This design comes from an exercise in tuning for small area, a short achievable clock period and few clock cycles per item on the open sky130 flow, not from production work.
Function was checked by simulation only, so behaviour that the tests miss may differ from the original.
Power figures rest on the tool's default switching activity, not on a simulated workload.

<file path="flow/flow/run.sh">
#!/bin/bash
set -euo pipefail
export BUFFER_PORTS_ARGS="-buffer_cell sky130_fd_sc_hd__buf_1"
bash standard.sh > standard.log 2>&1
</file>
<file path="flow/standard.sh">
#!/bin/bash
# synth_recipe.tcl (not shown) runs the flow's synth.tcl, then flattens the netlist and writes it again
# the make line also repeats each setting of config.mk as NAME=value (left out here)
make -C /OpenROAD-flow-scripts/flow DESIGN_CONFIG=/design/flow/config.mk WORK_HOME=/design/flow/orfs CLKGATE_MAP_FILE= SYNTH_SCRIPT=/design/flow/synth_recipe.tcl "${@:-finish}"
</file>
<file path="flow/config.mk">
export PLATFORM = sky130hd
export DESIGN_NAME = output_eval_top
export DESIGN_NICKNAME = output_eval_top
export VERILOG_FILES = /design/flow/design.v
export SDC_FILE = /design/flow/constraint.sdc
export NUM_CORES = 4
export LEC_CHECK = 0
export ABC_AREA = 1
export CAP_MARGIN = 20
export CORE_MARGIN = 2
export CORE_UTILIZATION = 40
export CTS_BUF_LIST = sky130_fd_sc_hd__clkbuf_4 sky130_fd_sc_hd__clkbuf_8
export SETUP_SLACK_MARGIN = 3.2
export SLEW_MARGIN = 20
</file>
<file path="flow/constraint.sdc">
create_clock -name core_clock -period 7.5 [get_ports {clk}]
set_input_delay 1.5000 -clock core_clock [delete_from_list [all_inputs] [get_ports {clk}]]
set_output_delay 1.5000 -clock core_clock [all_outputs]
set_load 0.01 [all_outputs]
</file>
<file path="flow/design.v">
package output_eval_pkg;
	localparam int DATA_W = 12;
	localparam int INT_BITS = 3;
	localparam int FRAC_BITS = DATA_W - INT_BITS - 1;  
	localparam int NEURONS = 4;  
	localparam int IDX_W = 2;  
	localparam int CNT_W = 8;  
	typedef logic signed [DATA_W-1:0] fxp_t;
	typedef fxp_t [NEURONS-1:0] fxp_vec_t;  
	typedef logic signed [2*DATA_W-1:0] product_t;  
	localparam fxp_t FXP_MAX = {1'b0, {(DATA_W-1){1'b1}}};
	localparam fxp_t FXP_MIN = {1'b1, {(DATA_W-1){1'b0}}};
	localparam fxp_t FXP_NEG_ONE = {{(INT_BITS+1){1'b1}}, {FRAC_BITS{1'b0}}};
	typedef struct packed {
		fxp_vec_t act;  
		fxp_vec_t deriv;  
		logic [NEURONS-1:0] label;  
	} sample_t;
	typedef struct packed {
		logic valid;  
		logic [IDX_W-1:0] idx;  
		fxp_t max_val;  
	} class_t;
	typedef struct packed {
		fxp_vec_t delta;  
		logic [IDX_W-1:0] idx;
		logic correct;  
		logic [CNT_W-1:0] count;  
	} result_t;
	localparam int SAMPLE_W = 2 * NEURONS * DATA_W + NEURONS;  
	localparam int RESULT_W = NEURONS * DATA_W + IDX_W + 1 + CNT_W;  
endpackage
`timescale 1ns/1ps
module fxp_mul (
	input logic [11:0] a_i,  
	input logic y_i,  
	input logic [11:0] d_i,  
	output logic [31:0] t_o  
);
	logic sat;  
	logic [11:8] dec;  
	logic [11:0] ap;  
	logic neg0, one0, two0;
	logic [12:0] pp0;
	logic onel0, twol0;  
	logic neg1, one1, two1;
	logic [12:0] pp1;
	logic onel1, twol1;  
	logic neg2, one2, two2;
	logic [12:0] pp2;
	logic onel2, twol2;  
	logic neg3, one3, two3;
	logic [12:0] pp3;
	logic onel3, twol3;  
	logic neg4, one4, two4;
	logic [12:0] pp4;
	logic onel4, twol4;  
	logic neg5, one5, two5;
	logic [12:0] pp5;
	logic onel5, twol5;  
	logic [12:0] sel5;
	logic [5:0] z5;  
	logic negc5;  
	logic s0, k0;
	logic s1, k1;
	logic s2, k2;
	logic s3, k3;
	logic s4, k4;
	logic s5, k5;
	logic s6, k6;
	logic s7, k7;
	logic s8, k8;
	logic s9, k9;
	logic s10, k10;
	logic s11, k11;
	logic s12, k12;
	logic s13, k13;
	logic s14, k14;
	logic s15, k15;
	logic s16, k16;
	logic s17, k17;
	logic s18, k18;
	logic s19, k19;
	logic s20, k20;
	logic s21, k21;
	logic s22, k22;
	logic s23, k23;
	logic s24, k24;
	logic s25, k25;
	logic s26, k26;
	logic s27, k27;
	logic s28, k28;
	logic s29, k29;
	logic s30, k30;
	logic s31, k31;
	logic s32, k32;
	logic s33, k33;
	logic s34, k34;
	logic s35, k35;
	logic s36, k36;
	logic s37, k37;
	logic s38, k38;
	logic s39, k39;
	logic s40, k40;
	logic s41, k41;
	logic s42, k42;
	logic s43, k43;
	logic s44, k44;
	logic s45, k45;
	logic s46, k46;
	logic s47, k47;
	logic s48, k48;
	logic s49, k49;
	logic s50, k50;
	logic s51, k51;
	logic s52, k52;
	logic s53, k53;
	logic s54, k54;
	logic [7:0] la, lb;
	logic [8:0] lg, lp;  
	logic lG0_1;
	logic lP0_1;
	logic lG0_3;
	logic lP0_3;
	logic lG0_5;
	logic lP0_5;
	logic lG0_7;
	logic lP0_7;
	logic lG1_2;
	logic lP1_2;
	logic lG1_3;
	logic lP1_3;
	logic lG1_6;
	logic lP1_6;
	logic lG1_7;
	logic lP1_7;
	logic lG2_4;
	logic lP2_4;
	logic lG2_5;
	logic lP2_5;
	logic lG2_6;
	logic lP2_6;
	logic lG2_7;
	logic lP2_7;
	logic lG3_8;
	logic lP3_8;
	logic lcarry;  
	assign sat = y_i & a_i[11] & ~a_i[10] & ~a_i[9] & ~a_i[8];
	assign dec[8] = a_i[8] ^ y_i;
	assign dec[9] = a_i[9] ^ (y_i & ~a_i[8]);
	assign dec[10] = a_i[10] ^ (y_i & ~a_i[8] & ~a_i[9]);
	assign dec[11] = a_i[11] ^ (y_i & ~a_i[8] & ~a_i[9] & ~a_i[10]);
	assign ap = {dec[11] | sat, dec[10:8] & {3{~sat}}, a_i[7:0]};
	assign neg0 = d_i[1];
	assign one0 = d_i[0] ^ 1'b0;
	assign two0 = (d_i[1] & ~d_i[0] & ~1'b0) | (~d_i[1] & d_i[0] & 1'b0);
	assign onel0 = one0 & ~sat;
	assign twol0 = two0 & ~sat;
	assign pp0[0] = ((ap[0] & onel0) | (1'b0 & twol0)) ^ neg0;
	assign pp0[1] = ((ap[1] & onel0) | (ap[0] & twol0)) ^ neg0;
	assign pp0[2] = ((ap[2] & onel0) | (ap[1] & twol0)) ^ neg0;
	assign pp0[3] = ((ap[3] & onel0) | (ap[2] & twol0)) ^ neg0;
	assign pp0[4] = ((ap[4] & onel0) | (ap[3] & twol0)) ^ neg0;
	assign pp0[5] = ((ap[5] & onel0) | (ap[4] & twol0)) ^ neg0;
	assign pp0[6] = ((ap[6] & onel0) | (ap[5] & twol0)) ^ neg0;
	assign pp0[7] = ((ap[7] & onel0) | (ap[6] & twol0)) ^ neg0;
	assign pp0[8] = ((ap[8] & one0) | (ap[7] & twol0)) ^ neg0;
	assign pp0[9] = ((ap[9] & one0) | (ap[8] & two0)) ^ neg0;
	assign pp0[10] = ((ap[10] & one0) | (ap[9] & two0)) ^ neg0;
	assign pp0[11] = ((ap[11] & one0) | (ap[10] & two0)) ^ neg0;
	assign pp0[12] = ((ap[11] & one0) | (ap[11] & two0)) ^ neg0;
	assign neg1 = d_i[3];
	assign one1 = d_i[2] ^ d_i[1];
	assign two1 = (d_i[3] & ~d_i[2] & ~d_i[1]) | (~d_i[3] & d_i[2] & d_i[1]);
	assign onel1 = one1 & ~sat;
	assign twol1 = two1 & ~sat;
	assign pp1[0] = ((ap[0] & onel1) | (1'b0 & twol1)) ^ neg1;
	assign pp1[1] = ((ap[1] & onel1) | (ap[0] & twol1)) ^ neg1;
	assign pp1[2] = ((ap[2] & onel1) | (ap[1] & twol1)) ^ neg1;
	assign pp1[3] = ((ap[3] & onel1) | (ap[2] & twol1)) ^ neg1;
	assign pp1[4] = ((ap[4] & onel1) | (ap[3] & twol1)) ^ neg1;
	assign pp1[5] = ((ap[5] & onel1) | (ap[4] & twol1)) ^ neg1;
	assign pp1[6] = ((ap[6] & onel1) | (ap[5] & twol1)) ^ neg1;
	assign pp1[7] = ((ap[7] & onel1) | (ap[6] & twol1)) ^ neg1;
	assign pp1[8] = ((ap[8] & one1) | (ap[7] & twol1)) ^ neg1;
	assign pp1[9] = ((ap[9] & one1) | (ap[8] & two1)) ^ neg1;
	assign pp1[10] = ((ap[10] & one1) | (ap[9] & two1)) ^ neg1;
	assign pp1[11] = ((ap[11] & one1) | (ap[10] & two1)) ^ neg1;
	assign pp1[12] = ((ap[11] & one1) | (ap[11] & two1)) ^ neg1;
	assign neg2 = d_i[5];
	assign one2 = d_i[4] ^ d_i[3];
	assign two2 = (d_i[5] & ~d_i[4] & ~d_i[3]) | (~d_i[5] & d_i[4] & d_i[3]);
	assign onel2 = one2 & ~sat;
	assign twol2 = two2 & ~sat;
	assign pp2[0] = ((ap[0] & onel2) | (1'b0 & twol2)) ^ neg2;
	assign pp2[1] = ((ap[1] & onel2) | (ap[0] & twol2)) ^ neg2;
	assign pp2[2] = ((ap[2] & onel2) | (ap[1] & twol2)) ^ neg2;
	assign pp2[3] = ((ap[3] & onel2) | (ap[2] & twol2)) ^ neg2;
	assign pp2[4] = ((ap[4] & onel2) | (ap[3] & twol2)) ^ neg2;
	assign pp2[5] = ((ap[5] & onel2) | (ap[4] & twol2)) ^ neg2;
	assign pp2[6] = ((ap[6] & onel2) | (ap[5] & twol2)) ^ neg2;
	assign pp2[7] = ((ap[7] & onel2) | (ap[6] & twol2)) ^ neg2;
	assign pp2[8] = ((ap[8] & one2) | (ap[7] & twol2)) ^ neg2;
	assign pp2[9] = ((ap[9] & one2) | (ap[8] & two2)) ^ neg2;
	assign pp2[10] = ((ap[10] & one2) | (ap[9] & two2)) ^ neg2;
	assign pp2[11] = ((ap[11] & one2) | (ap[10] & two2)) ^ neg2;
	assign pp2[12] = ((ap[11] & one2) | (ap[11] & two2)) ^ neg2;
	assign neg3 = d_i[7];
	assign one3 = d_i[6] ^ d_i[5];
	assign two3 = (d_i[7] & ~d_i[6] & ~d_i[5]) | (~d_i[7] & d_i[6] & d_i[5]);
	assign onel3 = one3 & ~sat;
	assign twol3 = two3 & ~sat;
	assign pp3[0] = ((ap[0] & onel3) | (1'b0 & twol3)) ^ neg3;
	assign pp3[1] = ((ap[1] & onel3) | (ap[0] & twol3)) ^ neg3;
	assign pp3[2] = ((ap[2] & onel3) | (ap[1] & twol3)) ^ neg3;
	assign pp3[3] = ((ap[3] & onel3) | (ap[2] & twol3)) ^ neg3;
	assign pp3[4] = ((ap[4] & onel3) | (ap[3] & twol3)) ^ neg3;
	assign pp3[5] = ((ap[5] & onel3) | (ap[4] & twol3)) ^ neg3;
	assign pp3[6] = ((ap[6] & onel3) | (ap[5] & twol3)) ^ neg3;
	assign pp3[7] = ((ap[7] & onel3) | (ap[6] & twol3)) ^ neg3;
	assign pp3[8] = ((ap[8] & one3) | (ap[7] & twol3)) ^ neg3;
	assign pp3[9] = ((ap[9] & one3) | (ap[8] & two3)) ^ neg3;
	assign pp3[10] = ((ap[10] & one3) | (ap[9] & two3)) ^ neg3;
	assign pp3[11] = ((ap[11] & one3) | (ap[10] & two3)) ^ neg3;
	assign pp3[12] = ((ap[11] & one3) | (ap[11] & two3)) ^ neg3;
	assign neg4 = d_i[9];
	assign one4 = d_i[8] ^ d_i[7];
	assign two4 = (d_i[9] & ~d_i[8] & ~d_i[7]) | (~d_i[9] & d_i[8] & d_i[7]);
	assign onel4 = one4 & ~sat;
	assign twol4 = two4 & ~sat;
	assign pp4[0] = ((ap[0] & onel4) | (1'b0 & twol4)) ^ neg4;
	assign pp4[1] = ((ap[1] & onel4) | (ap[0] & twol4)) ^ neg4;
	assign pp4[2] = ((ap[2] & onel4) | (ap[1] & twol4)) ^ neg4;
	assign pp4[3] = ((ap[3] & onel4) | (ap[2] & twol4)) ^ neg4;
	assign pp4[4] = ((ap[4] & onel4) | (ap[3] & twol4)) ^ neg4;
	assign pp4[5] = ((ap[5] & onel4) | (ap[4] & twol4)) ^ neg4;
	assign pp4[6] = ((ap[6] & onel4) | (ap[5] & twol4)) ^ neg4;
	assign pp4[7] = ((ap[7] & onel4) | (ap[6] & twol4)) ^ neg4;
	assign pp4[8] = ((ap[8] & one4) | (ap[7] & twol4)) ^ neg4;
	assign pp4[9] = ((ap[9] & one4) | (ap[8] & two4)) ^ neg4;
	assign pp4[10] = ((ap[10] & one4) | (ap[9] & two4)) ^ neg4;
	assign pp4[11] = ((ap[11] & one4) | (ap[10] & two4)) ^ neg4;
	assign pp4[12] = ((ap[11] & one4) | (ap[11] & two4)) ^ neg4;
	assign neg5 = d_i[11];
	assign one5 = d_i[10] ^ d_i[9];
	assign two5 = (d_i[11] & ~d_i[10] & ~d_i[9]) | (~d_i[11] & d_i[10] & d_i[9]);
	assign onel5 = one5 & ~sat;
	assign twol5 = two5 & ~sat;
	assign z5[0] = 1'b1;
	assign sel5[0] = (ap[0] & onel5) | (1'b0 & twol5);
	assign z5[1] = (~onel5 | (~ap[0])) & (~twol5 | (1'b1));
	assign pp5[0] = sel5[0] ^ (neg5 & ~z5[0]);
	assign sel5[1] = (ap[1] & onel5) | (ap[0] & twol5);
	assign z5[2] = (~onel5 | (~ap[0] & ~ap[1])) & (~twol5 | (~ap[0]));
	assign pp5[1] = sel5[1] ^ (neg5 & ~z5[1]);
	assign sel5[2] = (ap[2] & onel5) | (ap[1] & twol5);
	assign z5[3] = (~onel5 | (~ap[0] & ~ap[1] & ~ap[2])) & (~twol5 | (~ap[0] & ~ap[1]));
	assign pp5[2] = sel5[2] ^ (neg5 & ~z5[2]);
	assign sel5[3] = (ap[3] & onel5) | (ap[2] & twol5);
	assign z5[4] = (~onel5 | (~ap[0] & ~ap[1] & ~ap[2] & ~ap[3])) & (~twol5 | (~ap[0] & ~ap[1] & ~ap[2]));
	assign pp5[3] = sel5[3] ^ (neg5 & ~z5[3]);
	assign sel5[4] = (ap[4] & onel5) | (ap[3] & twol5);
	assign z5[5] = (~onel5 | (~ap[0] & ~ap[1] & ~ap[2] & ~ap[3] & ~ap[4])) & (~twol5 | (~ap[0] & ~ap[1] & ~ap[2] & ~ap[3]));
	assign pp5[4] = sel5[4] ^ (neg5 & ~z5[4]);
	assign sel5[5] = (ap[5] & onel5) | (ap[4] & twol5);
	assign pp5[5] = sel5[5] ^ neg5;
	assign sel5[6] = (ap[6] & onel5) | (ap[5] & twol5);
	assign pp5[6] = sel5[6] ^ neg5;
	assign sel5[7] = (ap[7] & onel5) | (ap[6] & twol5);
	assign pp5[7] = sel5[7] ^ neg5;
	assign sel5[8] = (ap[8] & one5) | (ap[7] & twol5);
	assign pp5[8] = sel5[8] ^ neg5;
	assign sel5[9] = (ap[9] & one5) | (ap[8] & two5);
	assign pp5[9] = sel5[9] ^ neg5;
	assign sel5[10] = (ap[10] & one5) | (ap[9] & two5);
	assign pp5[10] = sel5[10] ^ neg5;
	assign sel5[11] = (ap[11] & one5) | (ap[10] & two5);
	assign pp5[11] = sel5[11] ^ neg5;
	assign sel5[12] = (ap[11] & one5) | (ap[11] & two5);
	assign pp5[12] = sel5[12] ^ neg5;
	assign negc5 = neg5 & z5[5];
	assign s0 = pp0[6] ^ pp1[4];
	assign k0 = pp0[6] & pp1[4];
	assign s1 = pp0[7] ^ pp1[5] ^ pp2[3];
	assign k1 = (pp0[7] & pp1[5]) | (pp2[3] & (pp0[7] ^ pp1[5]));
	assign s2 = pp0[8] ^ pp1[6] ^ pp2[4];
	assign k2 = (pp0[8] & pp1[6]) | (pp2[4] & (pp0[8] ^ pp1[6]));
	assign s3 = pp3[2] ^ pp4[0];
	assign k3 = pp3[2] & pp4[0];
	assign s4 = pp0[9] ^ pp1[7] ^ pp2[5];
	assign k4 = (pp0[9] & pp1[7]) | (pp2[5] & (pp0[9] ^ pp1[7]));
	assign s5 = pp3[3] ^ pp4[1];
	assign k5 = pp3[3] & pp4[1];
	assign s6 = pp0[10] ^ pp1[8] ^ pp2[6];
	assign k6 = (pp0[10] & pp1[8]) | (pp2[6] & (pp0[10] ^ pp1[8]));
	assign s7 = pp3[4] ^ pp4[2] ^ pp5[0];
	assign k7 = (pp3[4] & pp4[2]) | (pp5[0] & (pp3[4] ^ pp4[2]));
	assign s8 = pp0[11] ^ pp1[9] ^ pp2[7];
	assign k8 = (pp0[11] & pp1[9]) | (pp2[7] & (pp0[11] ^ pp1[9]));
	assign s9 = pp3[5] ^ pp4[3] ^ pp5[1];
	assign k9 = (pp3[5] & pp4[3]) | (pp5[1] & (pp3[5] ^ pp4[3]));
	assign s10 = pp1[10] ^ pp2[8] ^ pp3[6];
	assign k10 = (pp1[10] & pp2[8]) | (pp3[6] & (pp1[10] ^ pp2[8]));
	assign s11 = pp4[4] ^ pp5[2] ^ pp0[12];
	assign k11 = (pp4[4] & pp5[2]) | (pp0[12] & (pp4[4] ^ pp5[2]));
	assign s12 = pp2[9] ^ pp3[7] ^ pp4[5];
	assign k12 = (pp2[9] & pp3[7]) | (pp4[5] & (pp2[9] ^ pp3[7]));
	assign s13 = pp5[3] ^ ~pp0[12] ^ ~pp1[11];
	assign k13 = (pp5[3] & ~pp0[12]) | (~pp1[11] & (pp5[3] ^ ~pp0[12]));
	assign s14 = ~pp1[12] ^ pp2[10] ^ pp3[8];
	assign k14 = (~pp1[12] & pp2[10]) | (pp3[8] & (~pp1[12] ^ pp2[10]));
	assign s15 = pp4[6] ^ pp5[4] ^ pp1[11];
	assign k15 = (pp4[6] & pp5[4]) | (pp1[11] & (pp4[6] ^ pp5[4]));
	assign s16 = pp2[11] ^ pp3[9] ^ pp4[7];
	assign k16 = (pp2[11] & pp3[9]) | (pp4[7] & (pp2[11] ^ pp3[9]));
	assign s17 = pp5[5] ^ negc5 ^ 1'b1;
	assign k17 = (pp5[5] & negc5) | (1'b1 & (pp5[5] ^ negc5));
	assign s18 = ~pp2[12] ^ pp3[10] ^ pp4[8];
	assign k18 = (~pp2[12] & pp3[10]) | (pp4[8] & (~pp2[12] ^ pp3[10]));
	assign s19 = pp3[11] ^ pp4[9];
	assign k19 = pp3[11] & pp4[9];
	assign s20 = pp0[4] ^ pp1[2];
	assign k20 = pp0[4] & pp1[2];
	assign s21 = pp0[5] ^ pp1[3];
	assign k21 = pp0[5] & pp1[3];
	assign s22 = pp2[2] ^ pp3[0] ^ neg3;
	assign k22 = (pp2[2] & pp3[0]) | (neg3 & (pp2[2] ^ pp3[0]));
	assign s23 = pp3[1] ^ 1'b1 ^ s1;
	assign k23 = (pp3[1] & 1'b1) | (s1 & (pp3[1] ^ 1'b1));
	assign s24 = neg4 ^ s2 ^ s3;
	assign k24 = (neg4 & s2) | (s3 & (neg4 ^ s2));
	assign s25 = s4 ^ s5 ^ k2;
	assign k25 = (s4 & s5) | (k2 & (s4 ^ s5));
	assign s26 = s6 ^ s7 ^ k4;
	assign k26 = (s6 & s7) | (k4 & (s6 ^ s7));
	assign s27 = s8 ^ s9 ^ k6;
	assign k27 = (s8 & s9) | (k6 & (s8 ^ s9));
	assign s28 = s10 ^ s11 ^ k8;
	assign k28 = (s10 & s11) | (k8 & (s10 ^ s11));
	assign s29 = s12 ^ s13 ^ k10;
	assign k29 = (s12 & s13) | (k10 & (s12 ^ s13));
	assign s30 = s14 ^ s15 ^ k12;
	assign k30 = (s14 & s15) | (k12 & (s14 ^ s15));
	assign s31 = s16 ^ s17 ^ k14;
	assign k31 = (s16 & s17) | (k14 & (s16 ^ s17));
	assign s32 = pp5[6] ^ s18 ^ k16;
	assign k32 = (pp5[6] & s18) | (k16 & (pp5[6] ^ s18));
	assign s33 = pp5[7] ^ 1'b1 ^ s19;
	assign k33 = (pp5[7] & 1'b1) | (s19 & (pp5[7] ^ 1'b1));
	assign s34 = ~pp3[12] ^ pp4[10] ^ pp5[8];
	assign k34 = (~pp3[12] & pp4[10]) | (pp5[8] & (~pp3[12] ^ pp4[10]));
	assign s35 = pp0[2] ^ pp1[0];
	assign k35 = pp0[2] & pp1[0];
	assign s36 = pp0[3] ^ pp1[1];
	assign k36 = pp0[3] & pp1[1];
	assign s37 = pp2[0] ^ neg2 ^ s20;
	assign k37 = (pp2[0] & neg2) | (s20 & (pp2[0] ^ neg2));
	assign s38 = pp2[1] ^ s21 ^ k20;
	assign k38 = (pp2[1] & s21) | (k20 & (pp2[1] ^ s21));
	assign s39 = s0 ^ s22 ^ k21;
	assign k39 = (s0 & s22) | (k21 & (s0 ^ s22));
	assign s40 = k0 ^ s23 ^ k22;
	assign k40 = (k0 & s23) | (k22 & (k0 ^ s23));
	assign s41 = k1 ^ s24 ^ k23;
	assign k41 = (k1 & s24) | (k23 & (k1 ^ s24));
	assign s42 = k3 ^ s25 ^ k24;
	assign k42 = (k3 & s25) | (k24 & (k3 ^ s25));
	assign s43 = k5 ^ s26 ^ k25;
	assign k43 = (k5 & s26) | (k25 & (k5 ^ s26));
	assign s44 = k7 ^ s27 ^ k26;
	assign k44 = (k7 & s27) | (k26 & (k7 ^ s27));
	assign s45 = k9 ^ s28 ^ k27;
	assign k45 = (k9 & s28) | (k27 & (k9 ^ s28));
	assign s46 = k11 ^ s29 ^ k28;
	assign k46 = (k11 & s29) | (k28 & (k11 ^ s29));
	assign s47 = k13 ^ s30 ^ k29;
	assign k47 = (k13 & s30) | (k29 & (k13 ^ s30));
	assign s48 = k15 ^ s31 ^ k30;
	assign k48 = (k15 & s31) | (k30 & (k15 ^ s31));
	assign s49 = k17 ^ s32 ^ k31;
	assign k49 = (k17 & s32) | (k31 & (k17 ^ s32));
	assign s50 = k18 ^ s33 ^ k32;
	assign k50 = (k18 & s33) | (k32 & (k18 ^ s33));
	assign s51 = k19 ^ s34 ^ k33;
	assign k51 = (k19 & s34) | (k33 & (k19 ^ s34));
	assign s52 = pp4[11] ^ pp5[9] ^ k34;
	assign k52 = (pp4[11] & pp5[9]) | (k34 & (pp4[11] ^ pp5[9]));
	assign s53 = ~pp4[12] ^ pp5[10] ^ 1'b1;
	assign k53 = (~pp4[12] & pp5[10]) | (1'b1 & (~pp4[12] ^ pp5[10]));
	assign s54 = pp5[11] ^ 1'b1;
	assign k54 = pp5[11] & 1'b1;
	assign la[0] = pp0[0];
	assign lb[0] = neg0;
	assign la[1] = pp0[1];
	assign lb[1] = 1'b0;
	assign la[2] = neg1;
	assign lb[2] = s35;
	assign la[3] = s36;
	assign lb[3] = k35;
	assign la[4] = s37;
	assign lb[4] = k36;
	assign la[5] = s38;
	assign lb[5] = k37;
	assign la[6] = s39;
	assign lb[6] = k38;
	assign la[7] = s40;
	assign lb[7] = k39;
	assign lg[0] = 1'b0;
	assign lp[0] = 1'b0;
	assign lg[1] = la[0] & lb[0];
	assign lp[1] = la[0] ^ lb[0];
	assign lg[2] = la[1] & lb[1];
	assign lp[2] = la[1] ^ lb[1];
	assign lg[3] = la[2] & lb[2];
	assign lp[3] = la[2] ^ lb[2];
	assign lg[4] = la[3] & lb[3];
	assign lp[4] = la[3] ^ lb[3];
	assign lg[5] = la[4] & lb[4];
	assign lp[5] = la[4] ^ lb[4];
	assign lg[6] = la[5] & lb[5];
	assign lp[6] = la[5] ^ lb[5];
	assign lg[7] = la[6] & lb[6];
	assign lp[7] = la[6] ^ lb[6];
	assign lg[8] = la[7] & lb[7];
	assign lp[8] = la[7] ^ lb[7];
	assign lG0_1 = lg[1] | (lp[1] & lg[0]);
	assign lP0_1 = lp[1] & lp[0];
	assign lG0_3 = lg[3] | (lp[3] & lg[2]);
	assign lP0_3 = lp[3] & lp[2];
	assign lG0_5 = lg[5] | (lp[5] & lg[4]);
	assign lP0_5 = lp[5] & lp[4];
	assign lG0_7 = lg[7] | (lp[7] & lg[6]);
	assign lP0_7 = lp[7] & lp[6];
	assign lG1_2 = lg[2] | (lp[2] & lG0_1);
	assign lP1_2 = lp[2] & lP0_1;
	assign lG1_3 = lG0_3 | (lP0_3 & lG0_1);
	assign lP1_3 = lP0_3 & lP0_1;
	assign lG1_6 = lg[6] | (lp[6] & lG0_5);
	assign lP1_6 = lp[6] & lP0_5;
	assign lG1_7 = lG0_7 | (lP0_7 & lG0_5);
	assign lP1_7 = lP0_7 & lP0_5;
	assign lG2_4 = lg[4] | (lp[4] & lG1_3);
	assign lP2_4 = lp[4] & lP1_3;
	assign lG2_5 = lG0_5 | (lP0_5 & lG1_3);
	assign lP2_5 = lP0_5 & lP1_3;
	assign lG2_6 = lG1_6 | (lP1_6 & lG1_3);
	assign lP2_6 = lP1_6 & lP1_3;
	assign lG2_7 = lG1_7 | (lP1_7 & lG1_3);
	assign lP2_7 = lP1_7 & lP1_3;
	assign lG3_8 = lg[8] | (lp[8] & lG2_7);
	assign lP3_8 = lp[8] & lP2_7;
	assign lcarry = lG3_8;
	assign t_o[0] = ~s41;  
	assign t_o[1] = ~k40;  
	assign t_o[2] = ~s42;  
	assign t_o[3] = k41;  
	assign t_o[4] = ~s43;  
	assign t_o[5] = ~k42;  
	assign t_o[6] = ~s44;  
	assign t_o[7] = ~k43;  
	assign t_o[8] = ~s45;  
	assign t_o[9] = ~k44;  
	assign t_o[10] = s46;  
	assign t_o[11] = ~k45;  
	assign t_o[12] = s47;  
	assign t_o[13] = k46;  
	assign t_o[14] = s48;  
	assign t_o[15] = k47;  
	assign t_o[16] = ~s49;  
	assign t_o[17] = k48;  
	assign t_o[18] = ~s50;  
	assign t_o[19] = ~k49;  
	assign t_o[20] = s51;  
	assign t_o[21] = ~k50;  
	assign t_o[22] = s52;  
	assign t_o[23] = k51;  
	assign t_o[24] = ~s53;  
	assign t_o[25] = k52;  
	assign t_o[26] = s54;  
	assign t_o[27] = ~k53;  
	assign t_o[28] = ~pp5[12];  
	assign t_o[29] = ~k54;  
	assign t_o[30] = 1'b1;  
	assign t_o[31] = ~lcarry;  
endmodule
module fxp_mul_round (
	input logic [31:0] t_i,
	output logic [11:0] p_o
);
	logic [15:0] ra, rb;  
	logic [15:0] q;
	assign ra[0] = ~t_i[0];
	assign rb[0] = ~t_i[1];
	assign ra[1] = ~t_i[2];
	assign rb[1] = t_i[3];
	assign ra[2] = ~t_i[4];
	assign rb[2] = ~t_i[5];
	assign ra[3] = ~t_i[6];
	assign rb[3] = ~t_i[7];
	assign ra[4] = ~t_i[8];
	assign rb[4] = ~t_i[9];
	assign ra[5] = t_i[10];
	assign rb[5] = ~t_i[11];
	assign ra[6] = t_i[12];
	assign rb[6] = t_i[13];
	assign ra[7] = t_i[14];
	assign rb[7] = t_i[15];
	assign ra[8] = ~t_i[16];
	assign rb[8] = t_i[17];
	assign ra[9] = ~t_i[18];
	assign rb[9] = ~t_i[19];
	assign ra[10] = t_i[20];
	assign rb[10] = ~t_i[21];
	assign ra[11] = t_i[22];
	assign rb[11] = t_i[23];
	assign ra[12] = ~t_i[24];
	assign rb[12] = t_i[25];
	assign ra[13] = t_i[26];
	assign rb[13] = ~t_i[27];
	assign ra[14] = t_i[28];
	assign rb[14] = ~t_i[29];
	assign ra[15] = t_i[30];
	assign rb[15] = 1'b0;
	logic [16:0] qg, qp;  
	logic qG0_1;
	logic qP0_1;
	logic qG0_3;
	logic qP0_3;
	logic qG0_5;
	logic qP0_5;
	logic qG0_7;
	logic qP0_7;
	logic qG0_9;
	logic qP0_9;
	logic qG0_11;
	logic qP0_11;
	logic qG0_13;
	logic qP0_13;
	logic qG0_15;
	logic qP0_15;
	logic qG1_2;
	logic qP1_2;
	logic qG1_3;
	logic qP1_3;
	logic qG1_6;
	logic qP1_6;
	logic qG1_7;
	logic qP1_7;
	logic qG1_10;
	logic qP1_10;
	logic qG1_11;
	logic qP1_11;
	logic qG1_14;
	logic qP1_14;
	logic qG1_15;
	logic qP1_15;
	logic qG2_4;
	logic qP2_4;
	logic qG2_5;
	logic qP2_5;
	logic qG2_6;
	logic qP2_6;
	logic qG2_7;
	logic qP2_7;
	logic qG2_12;
	logic qP2_12;
	logic qG2_13;
	logic qP2_13;
	logic qG2_14;
	logic qP2_14;
	logic qG2_15;
	logic qP2_15;
	logic qG3_8;
	logic qP3_8;
	logic qG3_9;
	logic qP3_9;
	logic qG3_10;
	logic qP3_10;
	logic qG3_11;
	logic qP3_11;
	logic qG3_12;
	logic qP3_12;
	logic qG3_13;
	logic qP3_13;
	logic qG3_14;
	logic qP3_14;
	logic qG3_15;
	logic qP3_15;
	logic qG4_16;
	logic qP4_16;
	assign qg[0] = ~t_i[31];
	assign qp[0] = 1'b0;
	assign qg[1] = ra[0] & rb[0];
	assign qp[1] = ra[0] ^ rb[0];
	assign qg[2] = ra[1] & rb[1];
	assign qp[2] = ra[1] ^ rb[1];
	assign qg[3] = ra[2] & rb[2];
	assign qp[3] = ra[2] ^ rb[2];
	assign qg[4] = ra[3] & rb[3];
	assign qp[4] = ra[3] ^ rb[3];
	assign qg[5] = ra[4] & rb[4];
	assign qp[5] = ra[4] ^ rb[4];
	assign qg[6] = ra[5] & rb[5];
	assign qp[6] = ra[5] ^ rb[5];
	assign qg[7] = ra[6] & rb[6];
	assign qp[7] = ra[6] ^ rb[6];
	assign qg[8] = ra[7] & rb[7];
	assign qp[8] = ra[7] ^ rb[7];
	assign qg[9] = ra[8] & rb[8];
	assign qp[9] = ra[8] ^ rb[8];
	assign qg[10] = ra[9] & rb[9];
	assign qp[10] = ra[9] ^ rb[9];
	assign qg[11] = ra[10] & rb[10];
	assign qp[11] = ra[10] ^ rb[10];
	assign qg[12] = ra[11] & rb[11];
	assign qp[12] = ra[11] ^ rb[11];
	assign qg[13] = ra[12] & rb[12];
	assign qp[13] = ra[12] ^ rb[12];
	assign qg[14] = ra[13] & rb[13];
	assign qp[14] = ra[13] ^ rb[13];
	assign qg[15] = ra[14] & rb[14];
	assign qp[15] = ra[14] ^ rb[14];
	assign qg[16] = ra[15] & rb[15];
	assign qp[16] = ra[15] ^ rb[15];
	assign qG0_1 = qg[1] | (qp[1] & qg[0]);
	assign qP0_1 = qp[1] & qp[0];
	assign qG0_3 = qg[3] | (qp[3] & qg[2]);
	assign qP0_3 = qp[3] & qp[2];
	assign qG0_5 = qg[5] | (qp[5] & qg[4]);
	assign qP0_5 = qp[5] & qp[4];
	assign qG0_7 = qg[7] | (qp[7] & qg[6]);
	assign qP0_7 = qp[7] & qp[6];
	assign qG0_9 = qg[9] | (qp[9] & qg[8]);
	assign qP0_9 = qp[9] & qp[8];
	assign qG0_11 = qg[11] | (qp[11] & qg[10]);
	assign qP0_11 = qp[11] & qp[10];
	assign qG0_13 = qg[13] | (qp[13] & qg[12]);
	assign qP0_13 = qp[13] & qp[12];
	assign qG0_15 = qg[15] | (qp[15] & qg[14]);
	assign qP0_15 = qp[15] & qp[14];
	assign qG1_2 = qg[2] | (qp[2] & qG0_1);
	assign qP1_2 = qp[2] & qP0_1;
	assign qG1_3 = qG0_3 | (qP0_3 & qG0_1);
	assign qP1_3 = qP0_3 & qP0_1;
	assign qG1_6 = qg[6] | (qp[6] & qG0_5);
	assign qP1_6 = qp[6] & qP0_5;
	assign qG1_7 = qG0_7 | (qP0_7 & qG0_5);
	assign qP1_7 = qP0_7 & qP0_5;
	assign qG1_10 = qg[10] | (qp[10] & qG0_9);
	assign qP1_10 = qp[10] & qP0_9;
	assign qG1_11 = qG0_11 | (qP0_11 & qG0_9);
	assign qP1_11 = qP0_11 & qP0_9;
	assign qG1_14 = qg[14] | (qp[14] & qG0_13);
	assign qP1_14 = qp[14] & qP0_13;
	assign qG1_15 = qG0_15 | (qP0_15 & qG0_13);
	assign qP1_15 = qP0_15 & qP0_13;
	assign qG2_4 = qg[4] | (qp[4] & qG1_3);
	assign qP2_4 = qp[4] & qP1_3;
	assign qG2_5 = qG0_5 | (qP0_5 & qG1_3);
	assign qP2_5 = qP0_5 & qP1_3;
	assign qG2_6 = qG1_6 | (qP1_6 & qG1_3);
	assign qP2_6 = qP1_6 & qP1_3;
	assign qG2_7 = qG1_7 | (qP1_7 & qG1_3);
	assign qP2_7 = qP1_7 & qP1_3;
	assign qG2_12 = qg[12] | (qp[12] & qG1_11);
	assign qP2_12 = qp[12] & qP1_11;
	assign qG2_13 = qG0_13 | (qP0_13 & qG1_11);
	assign qP2_13 = qP0_13 & qP1_11;
	assign qG2_14 = qG1_14 | (qP1_14 & qG1_11);
	assign qP2_14 = qP1_14 & qP1_11;
	assign qG2_15 = qG1_15 | (qP1_15 & qG1_11);
	assign qP2_15 = qP1_15 & qP1_11;
	assign qG3_8 = qg[8] | (qp[8] & qG2_7);
	assign qP3_8 = qp[8] & qP2_7;
	assign qG3_9 = qG0_9 | (qP0_9 & qG2_7);
	assign qP3_9 = qP0_9 & qP2_7;
	assign qG3_10 = qG1_10 | (qP1_10 & qG2_7);
	assign qP3_10 = qP1_10 & qP2_7;
	assign qG3_11 = qG1_11 | (qP1_11 & qG2_7);
	assign qP3_11 = qP1_11 & qP2_7;
	assign qG3_12 = qG2_12 | (qP2_12 & qG2_7);
	assign qP3_12 = qP2_12 & qP2_7;
	assign qG3_13 = qG2_13 | (qP2_13 & qG2_7);
	assign qP3_13 = qP2_13 & qP2_7;
	assign qG3_14 = qG2_14 | (qP2_14 & qG2_7);
	assign qP3_14 = qP2_14 & qP2_7;
	assign qG3_15 = qG2_15 | (qP2_15 & qG2_7);
	assign qP3_15 = qP2_15 & qP2_7;
	assign qG4_16 = qg[16] | (qp[16] & qG3_15);
	assign qP4_16 = qp[16] & qP3_15;
	assign q[0] = qp[1] ^ qg[0];
	assign q[1] = qp[2] ^ qG0_1;
	assign q[2] = qp[3] ^ qG1_2;
	assign q[3] = qp[4] ^ qG1_3;
	assign q[4] = qp[5] ^ qG2_4;
	assign q[5] = qp[6] ^ qG2_5;
	assign q[6] = qp[7] ^ qG2_6;
	assign q[7] = qp[8] ^ qG2_7;
	assign q[8] = qp[9] ^ qG3_8;
	assign q[9] = qp[10] ^ qG3_9;
	assign q[10] = qp[11] ^ qG3_10;
	assign q[11] = qp[12] ^ qG3_11;
	assign q[12] = qp[13] ^ qG3_12;
	assign q[13] = qp[14] ^ qG3_13;
	assign q[14] = qp[15] ^ qG3_14;
	assign q[15] = qp[16] ^ qG3_15;
	logic hi_ok;  
	logic in_range;  
	assign hi_ok = ((ra[13] ^ rb[13]) == (ra[12] | rb[12])) &
		((ra[14] ^ rb[14]) == (ra[13] | rb[13])) &
		((ra[15] ^ rb[15]) == (ra[14] | rb[14]));
	assign in_range = hi_ok & (qG3_12 == (ra[12] ^ rb[12]));
	assign p_o = in_range ? {~q[11], q[10:0]} :
		(q[15] ? 12'h800 : 12'h7ff);
endmodule
`timescale 1ns/1ps
module output_eval_top (
	input logic clk,
	input logic reset,
	input logic wb_cyc_i,
	input logic wb_stb_i,
	input logic wb_we_i,
	input logic [99:0] wb_dat_i,
	output logic [58:0] wb_dat_o,
	output logic wb_ack_o
);
	localparam int TB = 32;  
	logic wr;  
	logic rd;  
	logic held_q;  
	logic [7:0] count_q;
	logic [1:0] idx_q;
	logic correct_q;
	logic [4*TB-1:0] t_q;  
	logic [4*TB-1:0] t_d;
	logic [47:0] delta;
	logic signed [11:0] act [4];  
	logic [3:0] win;  
	logic [1:0] idx_d;
	logic hit;
	assign wr = wb_cyc_i && wb_stb_i && wb_we_i;
	assign rd = wb_cyc_i && wb_stb_i && !wb_we_i && held_q;
	assign wb_ack_o = wr || rd;
	for (genvar g = 0; g < 4; g++) begin : g_neuron
		assign act[g] = wb_dat_i[52 + 12*g +: 12];
		fxp_mul u_mul (
			.a_i(act[g]),
			.y_i(wb_dat_i[g]),
			.d_i(wb_dat_i[4 + 12*g +: 12]),
			.t_o(t_d[TB*g +: TB])
		);
		fxp_mul_round u_round (
			.t_i(t_q[TB*g +: TB]),
			.p_o(delta[12*g +: 12])
		);
	end
	logic ge01, ge02, ge03, ge12, ge13, ge23;
	assign ge01 = act[0] >= act[1];
	assign ge02 = act[0] >= act[2];
	assign ge03 = act[0] >= act[3];
	assign ge12 = act[1] >= act[2];
	assign ge13 = act[1] >= act[3];
	assign ge23 = act[2] >= act[3];
	assign win[0] = ge01 && ge02 && ge03;
	assign win[1] = !ge01 && ge12 && ge13;
	assign win[2] = !ge02 && !ge12 && ge23;
	assign win[3] = !ge03 && !ge13 && !ge23;
	assign idx_d = {win[2] || win[3], win[1] || win[3]};
	assign hit = |(win & wb_dat_i[3:0]);
	always_ff @(posedge clk or posedge reset) begin
		if (reset) begin
			held_q <= 1'b0;
		end else if (wr) begin
			held_q <= 1'b1;
		end
	end
	always_ff @(posedge clk or posedge reset) begin
		if (reset) begin
			count_q <= '0;
		end else if (wr && hit) begin
			count_q <= count_q + 8'd1;
		end
	end
	always_ff @(posedge clk) begin
		if (wr) begin
			t_q <= t_d;
			idx_q <= idx_d;
			correct_q <= hit;
		end
	end
	assign wb_dat_o = {delta, idx_q, correct_q, count_q};
endmodule
</file>
==> impl.org, run 1 <==
** Run status
- The run finished with no timing, DRC or antenna violations.

** Place
- Once detailed placement completed, the half-perimeter wirelength came to roughly 46000 um.
- At the placement stage, the worst setup path has a slack of 1.98 ns.
- Port buffering added ~160 buffers.
- After detailed placement, the total cell area comes to roughly 0.022 mm2.
- Last weighted congestion value of the routability-driven placer :: 0.906

** Die
- The floorplan step defined a die boundary enclosing 0.0529 mm2.
- In this run the vertical extent of the chip is 230 um.
- In this run the count of I/O pins placed on the die edge is 165.
- Measured along the x axis, the die boundary spans about 230 um.
- The initial utilization of the core area, before any placement, comes to 0.406.
- Row generation in the floorplan step produced 82 rows.
- Placeable core region :: 0.0503 mm2

** Clock tree
- Clock transition at the registers of the reported paths :: 0.09 ns
- CTS max path bufs :: 2
- Counting every sink on the clock net gives about 130.
- The H-tree was split into 4 levels.
- TritonCTS built the clock tree.
- CTS Root Cell :: clkbuf_8
- Num CTS Buffers :: 17
- Clock latency of the later-clocked register in the worst-skew pair :: 0.54 ns

** Power
- Peak supply drop :: slightly above 0.09 mV
- Leakage power total :: 0.0114 uW
- Dividing total power by cell area gives a power density of ~210 mW/mm2.

** Routing
- Routed wire length :: around 60000 um
- After detailed routing, the average wire length per cell comes to 17.5 um.
- Using the TritonRoute via totals, the vias-per-cell ratio works out to approximately 5.3.
- Across all layers, the routed design uses 17870 vias.
- In the routed design, unresolved DRC markers number 0.
- Number of nets with antenna violations after routing :: 0
- Total iterations of the first detailed-routing run :: 7
- Initial DRC count :: between 1000 and 1500

** STA
- The final count of pins violating max slew came to 0.
- Final period utilization :: 0.571
- Total setup violations reported at the end of the flow :: 0
- Minimum clock period :: 4.28 ns
- Worst path setup slack after routing :: 3.22 ns
- The clock arrives with approximately 0.0077 ns of skew.
- Worst-Margin Slew :: 0.942 ns
- Number of hold-slack violations in the final timing report :: 0
- Setup repair after global routing could not meet its margin everywhere.
- For the final routed database, the setup TNS stands at 0 ns.
- Across all hold checks on the routed design, the worst slack comes to 0.478 ns.
- Slew HR :: 0.372
- Based on the critical path, the design can be clocked at up to 234 MHz.

** Min path
- The worst hold path begins at held_q.
- Counting instances, the worst hold path has a depth of 2.
- The path with the worst hold slack has its endpoint at held_q.
- Hold/Removal Path Class :: reg -> reg

** Critical path
- In this run the critical register-to-register path is launched from count_q[2].
- Crit path cell chain :: buf_4 -> ha_4 -> ha_4 -> ha_4 -> xnor2_4 -> nand2_4 -> clkinvlp_4 -> buf_12 -> a211oi_4 -> a21oi_2 -> fa_1 -> inv_2 -> fa_1 -> inv_1 -> fa_2
- For the worst setup path, the data required time is 7.80 ns.
- The worst setup path is of the in -> reg kind.
- Arrival time at the worst endpoint :: around 4.6 ns
- The worst register-to-register path ends at count_q[7].
- Max Fanout on Critical Path :: 7
- Internal reg-to-reg setup slack :: between 6 and 7 ns
- Critical Path Sink Type :: flop
- The worst setup path is launched from a primary input.
- The largest individual stage delay along the critical path comes from the cell fa_1.
- Among the stages of the critical path, the cell type that occurs most often is ha_4.
- Delay of the slowest critical-path stage :: 0.61 ns
- Reg2reg path depth :: 5

** Synth
- Share of synthesized area occupied by flip-flops and latches :: 0.192
- The largest total area in the synthesized netlist belongs to edfxtp_1.
- Of the total synthesized cell area, the portion taken by full adders, half adders and majority gates is 0.310.
- Most instantiated cells after synthesis :: inv_1, nand2_1, xor2_1, ha_1, o22ai_1
- Measured against the total synthesized area, the mux share comes to 0.00196.
- Dominant combinational cell family by area after synthesis :: adder cells
- The cell area that synthesis handed to floorplanning was 0.0204 mm2.
- Yosys printed 3 warnings.
- Cell variety after synth :: 43
- Avg Synthesized Cell Area :: 8.27 um2
- Yosys instantiated no cell more often than inv_1.
- Share of the synthesized area in compound gates (AO/OA/AOI/OAI) :: 0.139
- Most area-consuming cells after synthesis :: edfxtp_1, fa_1, ha_1, xor2_1, inv_1
- Of the total synthesized cell area, the portion taken by AND, OR, NAND and NOR gates is 0.126.
- In the synthesized netlist the dominant register cell turns out to be edfxtp_1.
- The share of synthesized area in the top cell type comes to 0.181.
- Post-synth ARST share :: 0.0682
- Post-synthesis cell count :: 2469
- Post-Synth XOR/XNOR Area :: 0.132
- In this run, synthesis inferred 123 flip-flops with an integrated enable.
- In this run, synthesis produced a sequential element count of 132.
- Number of nets produced by synthesis :: 2975

** Layout
- Number of diodes added for antenna fixing :: 0
- Relative to the synthesized area, the layout overhead comes to 19.4%.
- The finished cells cover 0.0244 mm2.
- At the end of the flow the core is filled with cells to 0.485.
- Final-stage net count :: 3198
- Layout cells sized above 1 :: 0.191

** GRT
- Pin count of the biggest net entering global routing :: 72
- The first global-routing pass estimated between 90000 and 100000 um of wire.
- Number of antenna violations at the first check in global routing :: 1
- Grt total ovfl :: 0
- For this run, the total global-route usage over all layers was measured as 0.222.
- The via count of the first global-routing pass was about 17000.

** Flow run
- Across the run, the number of max-cap violations was 0.
## routing by layer
metal  wire length (um)  up-vias  global-route usage
li1                   -     8622                   -
met1              25900     8696               0.290
met2              29000      472               0.375
met3               2980       78              0.0365
met4               1280        2              0.0685
met5                 10        -                   0
## placed cells by master (no fill, tap or decap), drive strengths merged, types with 11 or more instances in the layout
| cell | synthesis | routed |
|---|---|---|
| xor2 | 276 | 276 |
| nand2 | 368 | 368 |
| o211ai | 11 | 11 |
| ha | 225 | 225 |
| xnor2 | 31 | 31 |
| nand3 | 54 | 55 |
| buf | 27 | 239 |
| a21oi | 87 | 87 |
| edfxtp | 123 | 123 |
| o21ai | 145 | 145 |
| nand4 | 20 | 20 |
| inv | 436 | 438 |
| clkbuf | 35 | 38 |
| o22ai | 208 | 208 |
| fa | 176 | 176 |
| nor2 | 150 | 150 |
| clkinv | 20 | 21 |
## sequential cells by signal, summed over array words and instances (netlist names)
signal / cells
t_q: 120
idx_q: 2
correct_q: 1
count_q: 8
held_q: 1
## critical path: cells and delay by family
| family | cells | cell delay (ns) |
|---|---|---|
| buf+inv | 5 | 0.55 |
| fa+ha+maj | 6 | 2.02 |
| xor+xnor | 1 | 0.13 |
| compound gates | 2 | 0.27 |
| simple gates | 1 | 0.10 |
## area by class of cell
class	instances	area (um2)
well taps	672	841
clock buffers	17	234
fillers	4905	25900
repair buffers	260	1540
repair inverters	1	3.75
inverters	456	1820
multi-input cells	1824	15900
flip-flops and latches	132	3920
clock inverters	15	180
## how the worst max path moves through the flow
stage                 startpoint      endpoint  slack (ns)  cells after the start
finish               wb_dat_i[2]       t_q[76]        3.22                     15
global route             t_q[64]  wb_dat_o[43]        3.11                     14
CTS                 wb_dat_i[84]       t_q[76]        3.19                     16
detailed placement  wb_dat_i[87]       t_q[76]        1.98                     14
global placement    wb_dat_i[84]       t_q[76]        2.12                     16
floorplan           wb_dat_i[96]      t_q[108]        2.98                     14
## cell families after synthesis
| logic type | count (synthesis) |
|---|---|
| simple gates | 618 |
| mux | 4 |
| xor+xnor | 307 |
| buf+inv | 518 |
| fa+ha+maj | 401 |
| compound gates | 489 |
| flops | 132 |
## power breakdown
| part | total, uW | internal, uW | switching [uW] |
|---|---|---|---|
| sequential | 1180 | 1130 | 55.3 |
| combinational | 3330 | 1410 | 1910 |
| clock | 648 | 328 | 320 |
| total | 5150 | 2860 | 2290 |
## per-stage QoR
stage	std cells	total power (uW)
2_1_floorplan	2469	3380
3_3_place_gp	3249	4060
3_5_place_dp	3249	4170
4_1_cts	3319	5010
5_1_grt	3377	5710
6_report	3377	5150
## what timing repair did
| item | CTS | global route |
|---|---|---|
| pin swaps | 17 | 60 |
| gates cloned | 4 | 2 |
| buffers inserted | 34 | 56 |
| hold buffers | 0 | 0 |
| endpoints found under the setup margin | 124 | 110 |
| resized for setup | 145 | 235 |
Testbench counts, summed over its fixed seeds: cycles 6,400, items 3,200.
==> run 2, diff against run 1 <==
--- a/flow/config.mk
+++ b/flow/config.mk
@@ -10,5 +10,5 @@
 export CORE_MARGIN = 2
 export CORE_UTILIZATION = 40
 export CTS_BUF_LIST = sky130_fd_sc_hd__clkbuf_4 sky130_fd_sc_hd__clkbuf_8
-export SETUP_SLACK_MARGIN = 3.2
+export SETUP_SLACK_MARGIN = 3.4
 export SLEW_MARGIN = 20
==> run 2 against run 1 <==
Against the previous run:
- global-route usage increased by 0.31 points
- worst hold slack got worse by 0.011 ns
- clock-buffer cell count unchanged
- sequential power about the same
- highest routed layer unchanged
- die area unchanged
- maximum frequency increased by 2.3%
- clock power decreased by 9.6%
- area after synthesis unchanged
- register-to-register slack improved by 0.03 ns
- cell area increased by 5.9%
==> impl.org, run 2 <==
** Routing
- The average vias per placed instance came to 5.28 (was 5.29).
- The routed via count came to 18065 (was 17870).
- The average wire per standard cell is 17.5 um (about the same).
- The number of detailed-route iterations in the first pass is 5 (was 7).
- The final routed DRC violation total came to 0 (unchanged).
- The DRC marker count from the first detailed-route iteration was 1066 (was 1055).
- The detailed-route wire length came to 60000 um (was 59200 um).
- Number of nets with antenna violations after routing :: 0 (unchanged)

** Critical path
- The data arrival time of the critical path was 2.68 ns (was 4.58 ns).
- The critical path start-end classification is reg -> out (was in -> reg).
- R2R Path End :: count_q[7] (unchanged)
- The minimum setup slack among reg-to-reg paths was 6.26 ns (was 6.23 ns).
- Critical Path Sink Type :: output pin (was flop)
- Required time of the worst setup path :: 6.00 ns (was 7.80 ns)
- Reg2reg path depth :: 5 (unchanged)
- The kind of launch point of the worst setup path is a flop (was primary input).
- Max Fanout on Critical Path :: 6 (was 7)
- The source of the worst register-to-register timing path was count_q[2] (unchanged).

** Layout
- Registers with the highest flip-flop counts :: t_q x120, count_q x8, idx_q x2 (unchanged)
- The flip-flop count of the largest register, all copies and words added is 120 (unchanged).
- Area Overhead vs Synth :: 26.5% (was 19.4%)
- Layout cells sized above 1 :: 0.258 (was 0.191)
- Most common cell after layout, fill and taps aside :: inv_1 (unchanged)
- Layout Utilization :: 0.514 (was 0.485)
- Final-stage net count :: 3242 (was 3198)
- Leading cell types in the layout, fill and taps excluded :: inv_1, nand2_1, xor2_1 (unchanged)
- Top register by number of flip-flops :: t_q (unchanged)

** Die
- Die outline area :: 0.0529 mm2 (unchanged)
- Ports placed on the boundary :: 165 (unchanged)
- Placeable core region :: 0.0503 mm2 (unchanged)
- Die width :: 230 um (unchanged)
- Y dimension of the die :: 230 um (unchanged)
- Effective utilization at floorplan :: 0.406 (unchanged)
- The floorplan row count was 82 (unchanged).

** Synth
- The cell count after synthesis came to 2469 (unchanged).
- The share of synthesized registers carrying an async set or reset came to 0.0682 (unchanged).
- The number of distinct library cells after synthesis was 43 (unchanged).
- The part of the Yosys area used for sequential elements was 0.192 (unchanged).
- Post-synthesis cell type with the largest combined area :: edfxtp_1 (unchanged)
- The mean area per synthesized cell was 8.27 um2 (unchanged).
- Area share of the largest cell type after synthesis :: 0.181 (unchanged)
- The most used flip-flop cell after synthesis is edfxtp_1 (unchanged).
- Area of the mapped netlist :: 0.0204 mm2 (unchanged)
- Most instantiated cells after synthesis :: inv_1, nand2_1, xor2_1, ha_1, o22ai_1 (unchanged)
- Register bit count reported by yosys :: 132 (unchanged)
- Most area-consuming cells after synthesis :: edfxtp_1, fa_1, ha_1, xor2_1, inv_1 (unchanged)
- Count of flip-flops with a built-in enable after synthesis :: 123 (unchanged)
- Most frequent cell after synthesis :: inv_1 (unchanged)
- The net count of the mapped netlist was 2975 (unchanged).
- Synth warnings :: 3 (unchanged)

** GRT
- Via count of the first global-routing pass :: 18242 (was 17469)
- Grt total ovfl :: 0 (unchanged)
- The pin count of the biggest net entering global routing is 67 (was 72).
- The total routing resource utilization after global routing came to 0.225 (was 0.222).
- The number of antenna violations at the first check in global routing came to 4 (was 1).
- Wire length of the first global-routing pass :: 93800 um (was 92100 um)

** STA
- Worst-case clock skew :: 0.0101 ns (was 0.00769 ns)
- Hold slack final :: 0.468 ns (was 0.478 ns)
- Number of hold-slack violations in the final timing report :: 0 (unchanged)
- The final count of pins violating max slew came to 0 (unchanged).
- Fin Setup TNS :: 0 ns (unchanged)
- RSZ-0062 raised after global routing: true (unchanged).
- Total setup violations reported at the end of the flow :: 0 (unchanged)
- Slew HR :: 0.417 (was 0.372)
- The fmax was 239 MHz (was 234 MHz).
- Final period utilization :: 0.558 (was 0.571)
- The pin slew with the least headroom to its limit came to 0.875 ns (was 0.942 ns).
- Minimum clock period :: 4.18 ns (was 4.28 ns)

** Min path
- Instance count along the most critical hold path :: 2 (unchanged)
- Hold worst-path end :: held_q (unchanged)
- The worst hold-check path type is reg -> reg (unchanged).
- The hold path startpoint is held_q (unchanged).

** Clock tree
- The CTS tree was built (unchanged).
- Clock transition at the registers of the reported paths :: 0.08 ns (was 0.09 ns)
- The TritonCTS buffer count came to 17 (unchanged).
- Clock sink total :: 132 (unchanged)
- The number of buffers inserted for hold repair after clock tree synthesis came to 0 (unchanged).
- The maximum buffer depth of the clock tree is 2 (unchanged).
- The maximum level of the CTS H-tree is 4 (unchanged).
- Clock latency of the later-clocked register in the worst-skew pair :: 0.55 ns (was 0.54 ns)
- CTS Root Cell :: clkbuf_8 (unchanged)

** Place
- Port Buf Inserts :: 164 (unchanged)
- Final HPWL DP :: 45700 um (about the same)
- The placer congestion estimate was 0.910 (was 0.906).

** Power
- The leakage power summed over all cells came to 0.0118 uW (was 0.0114 uW).
- The maximum resistive drop on vdd came to 0.107 mV (was 0.0934 mV).
- Power density over cell area :: 204 mW/mm2 (was 211 mW/mm2)

** Run status
- Result of the run: finished clean (unchanged).

** Flow run
- Max_cap viols :: 0 (unchanged)
-- run 2: worst max-delay path by stage --
| stage | start | to | cells past startpoint |
|---|---|---|---|
| after CTS | t_q[67] | wb_dat_o[43] | 15 |
| after global placement | wb_dat_i[84] | t_q[76] | 16 |
| after detailed placement | wb_dat_i[87] | t_q[76] | 14 |
| final | t_q[49] | wb_dat_o[29] | 10 |
| after floorplan | wb_dat_i[96] | t_q[108] | 14 |
| after global routing | t_q[67] | wb_dat_o[43] | 13 |
-- run 2: what timing repair did --
action | in CTS | in global routing
setup buffers | 73 | 62
gates resized for setup | 313 | 277
cloned | 5 | 0
pin swaps | 67 | 115
setup endpoints to repair | 134 | 107
endpoints found under the hold margin | 0 | 0
-- run 2: worst max-delay path: stages, from the launching register on --
cell	delay [ns]
edfxtp_1	0.37
ha_1	0.34
a21oi_1	0.21
o21ai_1	0.17
a21oi_2	0.25
nand3_4	0.10
nand3_4	0.12
inv_4	0.06
or2_4	0.29
o21ai_1	0.08
buf_2	0.14
-- run 2: logic make-up (layout without fill, tap and decap cells) --
logic type | Yosys count | in the layout | share of synthesized area
mux | 4 | 4 | 0.00196
fa+ha+maj | 401 | 401 | 0.310
other cells | 0 | 3 | 0
xor+xnor | 307 | 307 | 0.132
compound gates | 489 | 489 | 0.139
flops | 132 | 132 | 0.192
simple gates | 618 | 622 | 0.126
buf+inv | 518 | 794 | 0.0991
-- run 2: layout make-up --
type                    instances  area (um2)
diodes                          3        7.51
clock buffers                  17         234
clock inverters                15         134
fillers                      4663       24400
inverters                     456        1910
multi-input cells            1823       16600
flip-flops and latches        132        3920
well taps                     672         841
repair buffers                306        2140
-- run 2: metal layers --
layer	vias to the layer above	routed length [um]	track usage
met5	-	16	0
met4	4	1690	0.0855
met3	92	3190	0.0459
met2	470	29600	0.380
met1	8797	25500	0.282
li1	8702	-	-
-- run 2: power by group --
group,switching [uW],internal [uW],leakage (uW)
clock network,326,261,0.000170
registers,54.1,1130,0.00125
logic,1980,1520,0.0104
-- run 2: through the flow --
step / setup WS [ns] / area (um2) / std cells / total power, uW
final: 3.32 / 25800 / 3424 / 5270
after CTS: 3.25 / 24200 / 3359 / 5110
after global routing: 3.15 / 25800 / 3422 / 5850
after floorplan: 2.98 / 21200 / 2469 / 3410
after global placement: 2.10 / 22400 / 3249 / 4100
after detailed placement: 2.03 / 22400 / 3249 / 4210
==> run 3, diff against run 2 <==
--- a/flow/config.mk
+++ b/flow/config.mk
@@ -10,5 +10,5 @@
 export CORE_MARGIN = 2
 export CORE_UTILIZATION = 40
 export CTS_BUF_LIST = sky130_fd_sc_hd__clkbuf_4 sky130_fd_sc_hd__clkbuf_8
-export SETUP_SLACK_MARGIN = 3.4
+export SETUP_SLACK_MARGIN = 3.1
 export SLEW_MARGIN = 20
==> run 3 against run 2 <==
Against the previous run:
- register-to-register slack is essentially flat
- sequential share of layout area rose by 1.6 points
- via count down 2.1%
==> impl.org, run 3 <==
** STA
- Worst-Margin Slew :: 0.935 ns (was 0.875 ns)
- The final hold violation count was 0 (unchanged).
- Worst-case clock skew :: 0.00525 ns (was 0.0101 ns)
- Minimum clock period :: 4.33 ns (was 4.18 ns)
- RSZ-0062 raised after global routing: true (unchanged).
- The setup TNS after final layout was 0 ns (unchanged).
- The final count of pins violating max slew was 0 (unchanged).
- Highest clock rate :: 231 MHz (was 239 MHz)
- Final period utilization :: 0.577 (was 0.558)
- Slew HR :: 0.377 (was 0.417)
- Total setup violations reported at the end of the flow :: 0 (unchanged)

** Routing
- The DRC marker count from the first detailed-route iteration is 1233 (was 1066).
- The routed via count came to 17686 (was 18065).
- The post-route antenna net violation count was 0 (unchanged).
- The number of detailed-route iterations in the first pass came to 6 (was 5).
- Wirelength per Cell :: 17.3 um (was 17.5 um)
- Mean number of vias per cell :: 5.32 (was 5.28)
- Routed wire length :: 57400 um (was 60000 um)
- DRC errors left :: 0 (unchanged)

** Die
- Ports placed on the boundary :: 165 (unchanged)
- The core outline area was 0.0503 mm2 (unchanged).
- The initial standard-cell utilization of the core is 0.406 (unchanged).
- The floorplan die area came to 0.0529 mm2 (unchanged).
- The horizontal extent of the die came to 230 um (unchanged).
- The die extent in y is 230 um (unchanged).
- Number of placement rows :: 82 (unchanged)

** GRT
- The total routing resource utilization after global routing is 0.216 (was 0.225).
- Number of antenna violations at the first check in global routing :: 9 (was 4)
- Via count of the first global-routing pass :: 17158 (was 18242)
- Grt total ovfl :: 0 (unchanged)
- Wire length of the first global-routing pass :: 89400 um (was 93800 um)
- The pin count of the biggest net entering global routing is 73 (was 67).

** Power
- The leakage power summed over all cells came to 0.0109 uW (was 0.0118 uW).
- Relative contribution of the clock network to total power :: 0.124 (was 0.111)
- The total design power was 4920 uW (was 5270 uW).
- Net load switching power :: 2240 uW (was 2360 uW)
- The sequential fraction of design power was 0.239 (was 0.224).
- Logic gate share of total power :: 0.637 (was 0.665)
- The power per cell area came to 210 mW/mm2 (was 204 mW/mm2).
- Internal Pwr Total :: 2670 uW (was 2910 uW)
- The switching power share of the total was 0.456 (was 0.448).
- The maximum resistive drop on vdd is 0.0959 mV (was 0.107 mV).

** Clock tree
- The TritonCTS buffer count came to 17 (unchanged).
- The clock tree root driver cell was clkbuf_8 (unchanged).
- Number of H-tree branching levels :: 4 (unchanged)
- Count of hold buffers inserted by post-cts repair :: 0 (unchanged)
- The maximum buffer depth of the clock tree is 2 (unchanged).
- The insertion delay of the later-clocked pin in the worst-skew pair came to 0.55 ns (about the same).
- The CTS tree is built (unchanged).
- The post-CTS clock slew at the launch and capture registers of the worst setup and hold paths came to 0.09 ns (was 0.08 ns).
- Clock sink total :: 132 (unchanged)

** Layout
- Leading cell types in the layout, fill and taps excluded :: inv_1, nand2_1, xor2_1 (unchanged)
- Count of filler cells inserted in the layout :: 4991 (was 4663)
- The flip-flop count of the largest register, all copies and words added came to 120 (unchanged).
- The fraction of layout cells with a size suffix above 1 was 0.132 (was 0.258).
- Area Overhead vs Synth :: 14.4% (was 26.5%)
- Registers with the highest flip-flop counts :: t_q x120, count_q x8, idx_q x2 (unchanged)
- Most common cell after layout, fill and taps aside :: inv_1 (unchanged)
- The number of nets in the final layout is 3142 (was 3242).
- Final instance area :: 0.0234 mm2 (was 0.0258 mm2)
- The register containing the most flip-flops in the final layout is t_q (unchanged).

** Critical path
- The worst stage delay on the critical path was 0.51 ns (was 0.37 ns).
- Top delay family on crit path :: adder cells (was compound AO/OA/AOI/OAI gates)
- Slowest library cell on the worst path :: fa_2 (was edfxtp_1)
- The buffer and inverter count on the worst path came to 5 (was 2).
- Worst setup SP type :: primary input (was flop)
- Required time of the worst setup path :: 7.80 ns (was 6.00 ns)
- The data arrival time of the critical path is 4.62 ns (was 2.68 ns).
- Crit path cell chain :: buf_1 -> clkinvlp_4 -> ha_4 -> ha_4 -> ha_4 -> nor2_4 -> a22o_1 -> xor2_2 -> inv_1 -> fa_1 -> inv_1 -> fa_2 -> inv_1 -> fa_2 (was ha_1 -> a21oi_1 -> o21ai_1 -> a21oi_2 -> nand3_4 -> nand3_4 -> inv_4 -> or2_4 -> o21ai_1 -> buf_2)
- Class of the most critical setup path :: in -> reg (was reg -> out)
- The largest fanout of any net on the critical path was 7 (was 6).
- Critical Path Sink Type :: flop (was output pin)

** Synth
- The number of register bits inferred by synthesis was 132 (unchanged).
- The cell count after synthesis came to 2469 (unchanged).
- The number of distinct library cells after synthesis was 43 (unchanged).
- Most instantiated cells after synthesis :: inv_1, nand2_1, xor2_1, ha_1, o22ai_1 (unchanged)
- Synth warnings :: 3 (unchanged)
- Area share of the largest cell type after synthesis :: 0.181 (unchanged)
- The post-synthesis share of cell area spent on xor and xnor gates is 0.132 (unchanged).
- The part of the Yosys area used for sequential elements came to 0.192 (unchanged).
- The number of synthesized flops with an enable pin was 123 (unchanged).
- The simple-gate portion of the synthesized area came to 0.126 (unchanged).
- The mean area per synthesized cell is 8.27 um2 (unchanged).
- The fraction of synthesized area in multiplexers came to 0.00196 (unchanged).
- The largest area contributor in the netlist is edfxtp_1 (unchanged).
- The most common cell in the netlist is inv_1 (unchanged).
- Post-synth ARST share :: 0.0682 (unchanged)
- The adder-cell share of the synthesized area is 0.310 (unchanged).
- Most area-consuming cells after synthesis :: edfxtp_1, fa_1, ha_1, xor2_1, inv_1 (unchanged)
- Dominant combinational cell family by area after synthesis :: adder cells (unchanged)
- The area of the mapped netlist came to 0.0204 mm2 (unchanged).
- The most used flip-flop cell after synthesis is edfxtp_1 (unchanged).
- The complex-gate fraction of the synthesized area was 0.139 (unchanged).
- The net count of the mapped netlist was 2975 (unchanged).

** Run status
- Result of the run :: finished clean (unchanged)

** Min path
- The worst hold-check path type is reg -> reg (unchanged).

** Place
- The placed cell area came to 0.0220 mm2 (was 0.0224 mm2).
- The count of buffers inserted at the top-level ports came to 164 (unchanged).
- The detailed placer's ending HPWL was 45500 um (was 45700 um).
- The placer congestion estimate is 0.923 (was 0.910).

** Flow run
- The number of maximum-capacitance constraint violations is 0 (unchanged).
-- run 3: changes by cell type in the layout (fill, tap and decap cells not counted), moves of 29 or more --
cell / previous run / this run
buf_1: 71 / 100
buf_4: 126 / 37
inv_1: 362 / 397
nand2_1: 286 / 332
nor2_1: 96 / 128
o21ai_0: 65 / 111
-- run 3: power by group through the flow --
stage / Combinational (uW) / Clock (uW) / Sequential, uW
2_1_floorplan: 2180 / 0 / 1190
3_3_place_gp: 2850 / 0 / 1190
3_5_place_dp: 2970 / 0 / 1200
4_1_cts: 3050 / 640 / 1180
5_1_grt: 3620 / 661 / 1190
6_report: 3130 / 611 / 1180
-- run 3: tightest hold or removal path, cell delays in order, from the launching register on --
cell and delay, ns:
dfrtp_1 0.34, inv_1 0.04, o21ai_0 0.06
-- run 3: kinds of logic (layout without fill, tap and decap cells) --
family	Yosys count	count (layout)
XOR/XNOR	307	307
flip-flops	132	132
multiplexers	4	4
AND/OR/NAND/NOR	618	622
other	0	4
AO/OA/AOI/OAI	489	489
buffers and inverters	518	694
adder cells (fa/ha/maj)	401	401
-- run 3: metrics by stage --
| stage | worst slack (ns) | hold WS, ns | utilization | instances |
|---|---|---|---|---|
| after detailed placement | 2.07 | 0.459 | 0.438 | 3248 |
| after global placement | 2.13 | 0.440 | 0.438 | 3248 |
| final | 3.17 | 0.473 | 0.465 | 3325 |
| after global routing | 3.04 | 0.530 | 0.465 | 3322 |
| after floorplan | 2.95 | 0.427 | - | 2469 |
| after CTS | 3.10 | 0.481 | 0.453 | 3297 |
-- run 3: layout make-up --
class / count / area, um2 / share of cell area
Clock inverter: 15 / 159 / 0.00680
Antenna cell: 4 / 10.0 / 0.000428
Multi-Input combinational cell: 1823 / 15400 / 0.658
Timing Repair Buffer: 206 / 1050 / 0.0451
Sequential cell: 132 / 3920 / 0.168
Clock buffer: 17 / 234 / 0.0100
Tap cell: 672 / 841 / 0.0360
Inverter: 456 / 1780 / 0.0763
-- run 3: worst paths after layout --
kind                              startpoint          to  slack (ns)  cells past startpoint
worst min-delay path                  held_q      held_q        0.47                      2
worst max register to register    count_q[2]  count_q[7]        6.26                      5
worst max-delay path            wb_dat_i[96]    t_q[108]        3.17                     14
max in group asynchronous              reset  count_q[3]        6.37                      2
worst min register to register        held_q      held_q        0.47                      2
min in group asynchronous              reset  count_q[2]        0.87                      2
-- run 3: timing repair --
action | 4_1_cts | 5_1_grt
pin swaps | 8 | 33
gates resized for setup | 95 | 124
setup endpoints to repair | 109 | 119
gates cloned | 2 | 2
setup buffers | 15 | 22
-- run 3: routing by layer --
layer	global-route usage	part of all wire	up-vias
li1	-	-	8512
met1	0.274	0.43	8551
met2	0.366	0.49	517
met3	0.0372	0.053	96
met4	0.0804	0.026	10
met5	0	0.00099	-

re-timing with driven ports:
The results above use ideal ports. As a check the final layouts listed here were re-extracted and re-timed, cells and wires unchanged.
Step 1 sets driving cells, clkbuf_16 on the clock port and buf_2 on the other inputs (assumed; they add their load-dependent delay and slew).
Step 2 also shifts input and output timing later by t, the mid clock arrival at the registers, as if the neighbouring blocks saw the same clock.
Three values: ideal ports, drivers, drivers and shift; two values: the first two.
run | t, ns | slack for setup (ns) | worst hold slack (ns) | worst setup path at the end | latest minus earliest clock arrival (ns)
run 1 | 0.595 | 3.219 / 3.203 / 2.609 | 0.478 / 0.478 / 0.478 | input to register | 0.035 / 0.035
run 2 | 0.604 | 3.316 / 3.259 / 2.684 | 0.468 / 0.468 / 0.468 | input to register | 0.026 / 0.026
run 3 | 0.607 | 3.172 / 3.133 / 2.526 | 0.473 / 0.473 / 0.473 | input to register | 0.023 / 0.022
After both steps setup and hold are still met in every run listed. The setup slack of run 3, which loses most, moves by -0.039 ns with the drivers and by -0.646 ns with both steps.
